Background: an optimization exercise with open tools, aiming at small area. Do not read the settings as production practice. Function was checked by simulation only, so behaviour that the tests miss may differ from the original. No activity file was given, so power comes from the tool's default toggle rates.

==> onyx <==
## vmem_accum_seq
module vmem_accum_seq #(
  parameter int ADDR_W = 32,
  parameter int DATA_W = 32,
  parameter int LEN_W  = 11
) (
  input  logic              clk,
  input  logic              reset,
  input  logic              start,
  input  logic              op,
  input  logic [ADDR_W-1:0] src_a,
  input  logic [ADDR_W-1:0] src_b,
  input  logic [ADDR_W-1:0] dst,
  input  logic [LEN_W-1:0]  len,
  input  logic              reduce,
  output logic              busy,
  output logic              done,
  output logic [ADDR_W-1:0] vm_addr_a,
  output logic [ADDR_W-1:0] vm_addr_b,
  output logic [ADDR_W-1:0] vm_addr_c,
  output logic [DATA_W-1:0] vm_wd,
  output logic              vm_we,
  input  logic [DATA_W-1:0] vm_rv_a,
  input  logic [DATA_W-1:0] vm_rv_b
);
export LEC_CHECK = 0
export ABC_AREA = 1
export CAP_MARGIN = 20
export CORE_MARGIN = 2
export CORE_UTILIZATION = 40
export CTS_BUF_LIST = sky130_fd_sc_hd__clkbuf_4 sky130_fd_sc_hd__clkbuf_8
export SLEW_MARGIN = 20
create_clock -name core_clock -period 12.5 [get_ports {clk}]
standard.sh (not shown) runs the stock make flow with config.mk's settings and CLKGATE_MAP_FILE= SYNTH_SCRIPT=/design/flow/synth_recipe.tcl, a recipe that flattens the netlist after the stock synthesis.
==> flow/flow/run.sh <==
#!/bin/bash
# Standard ORFS flow with three changes:
#  - after the standard synthesis, the combinational logic between the registers,
#    full adders and half adders is mapped again by ABC (flow/remap.abc); the
#    registers, full adders and half adders are kept as they are;
#  - flow/fixfa.py then moves inverters off full-adder and XOR pins (full adders
#    are self-dual);
#  - the port buffers that global placement inserts use sky130_fd_sc_hd__buf_1.
set -euo pipefail
R=orfs/results/${FLOW_PLATFORM}/vmem_accum_seq/base
LIB=${FLOW_HOME}/platforms/sky130hd/lib/sky130_fd_sc_hd__tt_025C_1v80.lib
bash standard.sh synth > synth.log 2>&1
cp $R/1_2_yosys.v $R/1_2_yosys.std.v
yosys -l remap.log -p "read_liberty -ignore_miss_func $LIB; read_verilog $R/1_2_yosys.std.v; hierarchy -top $FLOW_TOP; blackbox sky130_fd_sc_hd__fa_* sky130_fd_sc_hd__ha_* sky130_fd_sc_hd__df* sky130_fd_sc_hd__edf* sky130_fd_sc_hd__sdf* sky130_fd_sc_hd__dl* sky130_fd_sc_hd__conb_1; flatten; opt_clean -purge; abc -liberty $LIB -dont_use sky130_fd_sc_hd__probe_p_8 -dont_use sky130_fd_sc_hd__probec_p_8 -dont_use sky130_fd_sc_hd__lpflow_bleeder_1 -dont_use sky130_fd_sc_hd__lpflow_clkbufkapwr_1 -dont_use sky130_fd_sc_hd__lpflow_clkbufkapwr_16 -dont_use sky130_fd_sc_hd__lpflow_clkbufkapwr_2 -dont_use sky130_fd_sc_hd__lpflow_clkbufkapwr_4 -dont_use sky130_fd_sc_hd__lpflow_clkbufkapwr_8 -dont_use sky130_fd_sc_hd__lpflow_clkinvkapwr_1 -dont_use sky130_fd_sc_hd__lpflow_clkinvkapwr_16 -dont_use sky130_fd_sc_hd__lpflow_clkinvkapwr_2 -dont_use sky130_fd_sc_hd__lpflow_clkinvkapwr_4 -dont_use sky130_fd_sc_hd__lpflow_clkinvkapwr_8 -dont_use sky130_fd_sc_hd__lpflow_decapkapwr_12 -dont_use sky130_fd_sc_hd__lpflow_decapkapwr_3 -dont_use sky130_fd_sc_hd__lpflow_decapkapwr_4 -dont_use sky130_fd_sc_hd__lpflow_decapkapwr_6 -dont_use sky130_fd_sc_hd__lpflow_decapkapwr_8 -dont_use sky130_fd_sc_hd__lpflow_inputiso0n_1 -dont_use sky130_fd_sc_hd__lpflow_inputiso0p_1 -dont_use sky130_fd_sc_hd__lpflow_inputiso1n_1 -dont_use sky130_fd_sc_hd__lpflow_inputiso1p_1 -dont_use sky130_fd_sc_hd__lpflow_inputisolatch_1 -dont_use sky130_fd_sc_hd__lpflow_isobufsrc_1 -dont_use sky130_fd_sc_hd__lpflow_isobufsrc_16 -dont_use sky130_fd_sc_hd__lpflow_isobufsrc_2 -dont_use sky130_fd_sc_hd__lpflow_isobufsrc_4 -dont_use sky130_fd_sc_hd__lpflow_isobufsrc_8 -dont_use sky130_fd_sc_hd__lpflow_isobufsrckapwr_16 -dont_use sky130_fd_sc_hd__lpflow_lsbuf_lh_hl_isowell_tap_1 -dont_use sky130_fd_sc_hd__lpflow_lsbuf_lh_hl_isowell_tap_2  -script flow/remap.abc; opt_clean -purge; rename -hide w:*.*; opt_clean -purge; hilomap -singleton -hicell sky130_fd_sc_hd__conb_1 HI -locell sky130_fd_sc_hd__conb_1 LO; splitnets; opt_clean -purge; insbuf -buf sky130_fd_sc_hd__buf_1 A X; stat -liberty $LIB; write_verilog -noattr -noexpr -nohex -nodec $R/1_2_yosys.remap.v" > /dev/null
python3 flow/fixfa.py $R/1_2_yosys.remap.v $R/1_2_yosys.v > fixfa.log 2>&1
rm -f $R/1_synth.odb $R/1_synth.sdc
bash standard.sh "BUFFER_PORTS_ARGS=-buffer_cell sky130_fd_sc_hd__buf_1" finish > layout.log 2>&1
Other scripts of this flow, unchanged in this note and not shown: flow/flow/fixfa.py, flow/flow/remap.abc
==> juniper: changes against onyx <==
--- a/flow/config.mk
+++ b/flow/config.mk
@@ -6,8 +6,8 @@
 export NUM_CORES = 4
 export LEC_CHECK = 0
 export ABC_AREA = 1
-export CAP_MARGIN = 20
+export CAP_MARGIN = 5
 export CORE_MARGIN = 2
 export CORE_UTILIZATION = 40
 export CTS_BUF_LIST = sky130_fd_sc_hd__clkbuf_4 sky130_fd_sc_hd__clkbuf_8
-export SLEW_MARGIN = 20
+export SLEW_MARGIN = 5
==> notes.md <==
- Clock-cell share of area: 1.186%
- Worst slew margin relative to its limit: 19.60%
- Final critical-path required period: 12.03 ns
- Clk pwr: 0.000224 W
- Result of the run: timing/DRC/antenna clean
- Switching fraction of total power: 53.79%
- Wire length the detailed router placed on met1: 20760 µm
- Met3 routed WL: 6251 µm
- Max Freq: 83.12 MHz
- Final worst path period share: 96.25%
- Vias per std cell: 5.888
- Met2 WL post-DR: 24640 µm
# the run above: juniper

==> notes.md <==
- Final worst path period share: 96.28%
- Met3 track demand over resource: 9.027%
- Vias per std cell: 5.901
- Highest ir drop seen on vdd: 235.1 µV
- Worst slew margin relative to its limit: 29.20%
- Count of plain and timing-repair buffers in the layout: around 370
- Max Cap Violations: 0
- Met2 WL post-DR: 24640 µm
- Result of the run: timing/DRC/antenna clean
- Met3 routed WL: 6518 µm
- Largest registers: pa_q x30, pb_q x30, pc_q x30
- Wire length the detailed router placed on met1: 20500 µm
- Final critical-path required period: approximately 12 ns
- Max Freq: 83.09 MHz
- Path depth of the worst reg2reg path: 29
# the run above: onyx


---

==> 06-22 <==
vmem_accum_seq, a different RTL version from the one above (not shown whole).
// vmem_accum_seq
module vmem_accum_seq #(
  parameter int ADDR_W = 32,
  parameter int DATA_W = 32,
  parameter int LEN_W  = 11
) (
  input  logic              clk,
  input  logic              reset,
  input  logic              start,
  input  logic              op,
  input  logic [ADDR_W-1:0] src_a,
  input  logic [ADDR_W-1:0] src_b,
  input  logic [ADDR_W-1:0] dst,
  input  logic [LEN_W-1:0]  len,
  input  logic              reduce,
  output logic              busy,
  output logic              done,
  output logic [ADDR_W-1:0] vm_addr_a,
  output logic [ADDR_W-1:0] vm_addr_b,
  output logic [ADDR_W-1:0] vm_addr_c,
  output logic [DATA_W-1:0] vm_wd,
  output logic              vm_we,
  input  logic [DATA_W-1:0] vm_rv_a,
  input  logic [DATA_W-1:0] vm_rv_b
);
Settings: LEC_CHECK=0, ABC_AREA=1, CAP_MARGIN=20, CORE_MARGIN=2, CORE_UTILIZATION=40, SLEW_MARGIN=20; clock period 12.5 ns.
==> flow/flow/remap.abc <==
&get -n
&st
&dch
&nf -R 1000
&put
Scripts as last shown in full above: flow/flow/run.sh
Other scripts of this flow, unchanged in this note and not shown: flow/flow/fixfa.py
==> inputs of 06-24, as changes to 06-22 <==
==> flow/flow/run.sh (replaced) <==
#!/bin/bash
# Standard ORFS flow with three changes:
#  - after the standard synthesis, the combinational logic between the registers,
#    full adders and half adders is mapped again by ABC (flow/remap.abc); the
#    registers, full adders and half adders are kept as they are;
#  - flow/fixfa.py then moves inverters off full-adder and XOR pins (full adders
#    are self-dual);
#  - the port buffers that global placement inserts use sky130_fd_sc_hd__buf_1.
set -euo pipefail
R=orfs/results/${FLOW_PLATFORM}/vmem_accum_seq/base
LIB=${FLOW_HOME}/platforms/sky130hd/lib/sky130_fd_sc_hd__tt_025C_1v80.lib
bash standard.sh synth > synth.log 2>&1
cp $R/1_2_yosys.v $R/1_2_yosys.std.v
yosys -l remap.log -p "read_liberty -ignore_miss_func $LIB; read_verilog $R/1_2_yosys.std.v; hierarchy -top $FLOW_TOP; blackbox sky130_fd_sc_hd__fa_* sky130_fd_sc_hd__ha_* sky130_fd_sc_hd__df* sky130_fd_sc_hd__edf* sky130_fd_sc_hd__sdf* sky130_fd_sc_hd__dl* sky130_fd_sc_hd__conb_1; flatten; opt_clean -purge; abc -liberty $LIB -dont_use sky130_fd_sc_hd__probe_p_8 -dont_use sky130_fd_sc_hd__probec_p_8 -dont_use sky130_fd_sc_hd__lpflow_bleeder_1 -dont_use sky130_fd_sc_hd__lpflow_clkbufkapwr_1 -dont_use sky130_fd_sc_hd__lpflow_clkbufkapwr_16 -dont_use sky130_fd_sc_hd__lpflow_clkbufkapwr_2 -dont_use sky130_fd_sc_hd__lpflow_clkbufkapwr_4 -dont_use sky130_fd_sc_hd__lpflow_clkbufkapwr_8 -dont_use sky130_fd_sc_hd__lpflow_clkinvkapwr_1 -dont_use sky130_fd_sc_hd__lpflow_clkinvkapwr_16 -dont_use sky130_fd_sc_hd__lpflow_clkinvkapwr_2 -dont_use sky130_fd_sc_hd__lpflow_clkinvkapwr_4 -dont_use sky130_fd_sc_hd__lpflow_clkinvkapwr_8 -dont_use sky130_fd_sc_hd__lpflow_decapkapwr_12 -dont_use sky130_fd_sc_hd__lpflow_decapkapwr_3 -dont_use sky130_fd_sc_hd__lpflow_decapkapwr_4 -dont_use sky130_fd_sc_hd__lpflow_decapkapwr_6 -dont_use sky130_fd_sc_hd__lpflow_decapkapwr_8 -dont_use sky130_fd_sc_hd__lpflow_inputiso0n_1 -dont_use sky130_fd_sc_hd__lpflow_inputiso0p_1 -dont_use sky130_fd_sc_hd__lpflow_inputiso1n_1 -dont_use sky130_fd_sc_hd__lpflow_inputiso1p_1 -dont_use sky130_fd_sc_hd__lpflow_inputisolatch_1 -dont_use sky130_fd_sc_hd__lpflow_isobufsrc_1 -dont_use sky130_fd_sc_hd__lpflow_isobufsrc_16 -dont_use sky130_fd_sc_hd__lpflow_isobufsrc_2 -dont_use sky130_fd_sc_hd__lpflow_isobufsrc_4 -dont_use sky130_fd_sc_hd__lpflow_isobufsrc_8 -dont_use sky130_fd_sc_hd__lpflow_isobufsrckapwr_16 -dont_use sky130_fd_sc_hd__lpflow_lsbuf_lh_hl_isowell_tap_1 -dont_use sky130_fd_sc_hd__lpflow_lsbuf_lh_hl_isowell_tap_2  -script flow/remap.abc -D 4000; opt_clean -purge; rename -hide w:*.*; opt_clean -purge; hilomap -singleton -hicell sky130_fd_sc_hd__conb_1 HI -locell sky130_fd_sc_hd__conb_1 LO; splitnets; opt_clean -purge; insbuf -buf sky130_fd_sc_hd__buf_1 A X; stat -liberty $LIB; write_verilog -noattr -noexpr -nohex -nodec $R/1_2_yosys.remap.v" > /dev/null
python3 flow/fixfa.py $R/1_2_yosys.remap.v $R/1_2_yosys.v > fixfa.log 2>&1
rm -f $R/1_synth.odb $R/1_synth.sdc
bash standard.sh "BUFFER_PORTS_ARGS=-buffer_cell sky130_fd_sc_hd__buf_1" finish > layout.log 2>&1
==> flow/flow/remap.abc (replaced) <==
&get -n
&st
&dch
&nf -R 1000
&put
buffer -c
upsize -c
dnsize -c
--- a/flow/config.mk
+++ b/flow/config.mk
@@ -8,5 +8,5 @@
 export ABC_AREA = 1
 export CAP_MARGIN = 20
 export CORE_MARGIN = 2
-export CORE_UTILIZATION = 40
+export CORE_UTILIZATION = 65
 export SLEW_MARGIN = 20
==> comparison table <==
| item | 06-24 | 06-22 |
|---|---|---|
| HPWL Detailed | 37700 um | 40200 um |
| Fraction of standard cell area that is sequential | 12.0% | 11.9% |
| Number of clock buffers in the layout | 10 | 9 |
| Share of total power in sequential cells | 9.6% | 9.7% |
| Destination of the worst hold path | pa_q[0] | rem_q[0] |
| Total Power Consumption | 0.00407 W | 0.00402 W |
| Worst-case setup margin in the final layout | 0.805 ns | 0.835 ns |
| Tap Count | 319 | 511 |
| Share of layout cells above drive strength 1 | 6.34% | 5.75% |
| Area growth from synthesis to layout | 13.1% | 17.8% |
| P_clk | 0.000283 W | 0.000302 W |
| Number of global-route vias before repair | 14458 | 13728 |
| # placed instances | 2102 | 2303 |
| Outcome | finished clean | finished clean |
| Period utilization | 93.6% | 93.3% |
| Arrival time of the worst setup path | 9.20 ns | 9.16 ns |
| Antenna diode count | 11 | 3 |
| Post-Route Utilization | 75.0% | 47.5% |
| Worst max-slew margin expressed relative to the limit | 23.6% | 23.2% |
| Detailed-routing iteration count for the pre-antenna-repair pass | 9 | 8 |
| Routed length per instance | 23.3 um | 22.2 um |
| Layout fillers | 1785 | 3647 |
| Worst hold margin | 0.500 ns | 0.485 ns |
| GR Util All Layers | 39.1% | 26.6% |
| Synth Area per Inst | 10.3 um^2 | 10.6 um^2 |
| Die Footprint | 25200 um^2 | 39300 um^2 |

-- afterwards: timing with drivers on the ports --
In the flow no input, the clock included, has a driving cell. The finished layouts below were timed again as built, in two steps.
Step 1, drivers: a clkbuf_16 drives clk and a buf_2 each remaining input, both assumed.
Step 2 moves the port delays by t, midway between the first and last clock arrival at a register: inputs arrive t later, outputs are due t later. That takes back most of the time a late clock gives input paths.
Slacks: no drivers / after step 1 / after step 2; pairs: no drivers / after step 1.
| run | t (ns) | setup slack, ns | worst hold slack (ns) | worst setup path after step 2 |
|---|---|---|---|---|
| onyx | 0.410 | 0.465 / 0.395 / 0.395 | 0.500 / 0.500 / 0.500 | input to output |
| juniper | 0.410 | 0.469 / 0.399 / 0.399 | 0.500 / 0.500 / 0.500 | input to output |
| 06-22 | 0.404 | 0.835 / 0.720 / 0.720 | 0.485 / 0.485 / 0.485 | input to output |
| 06-24 | 0.383 | 0.805 / 0.778 / 0.778 | 0.500 / 0.500 / 0.500 | input to output |
After both steps every run listed still meets setup and hold. The setup slack of 06-22, which loses most, moves by -0.115 ns with the drivers and by -0.115 ns with both steps.
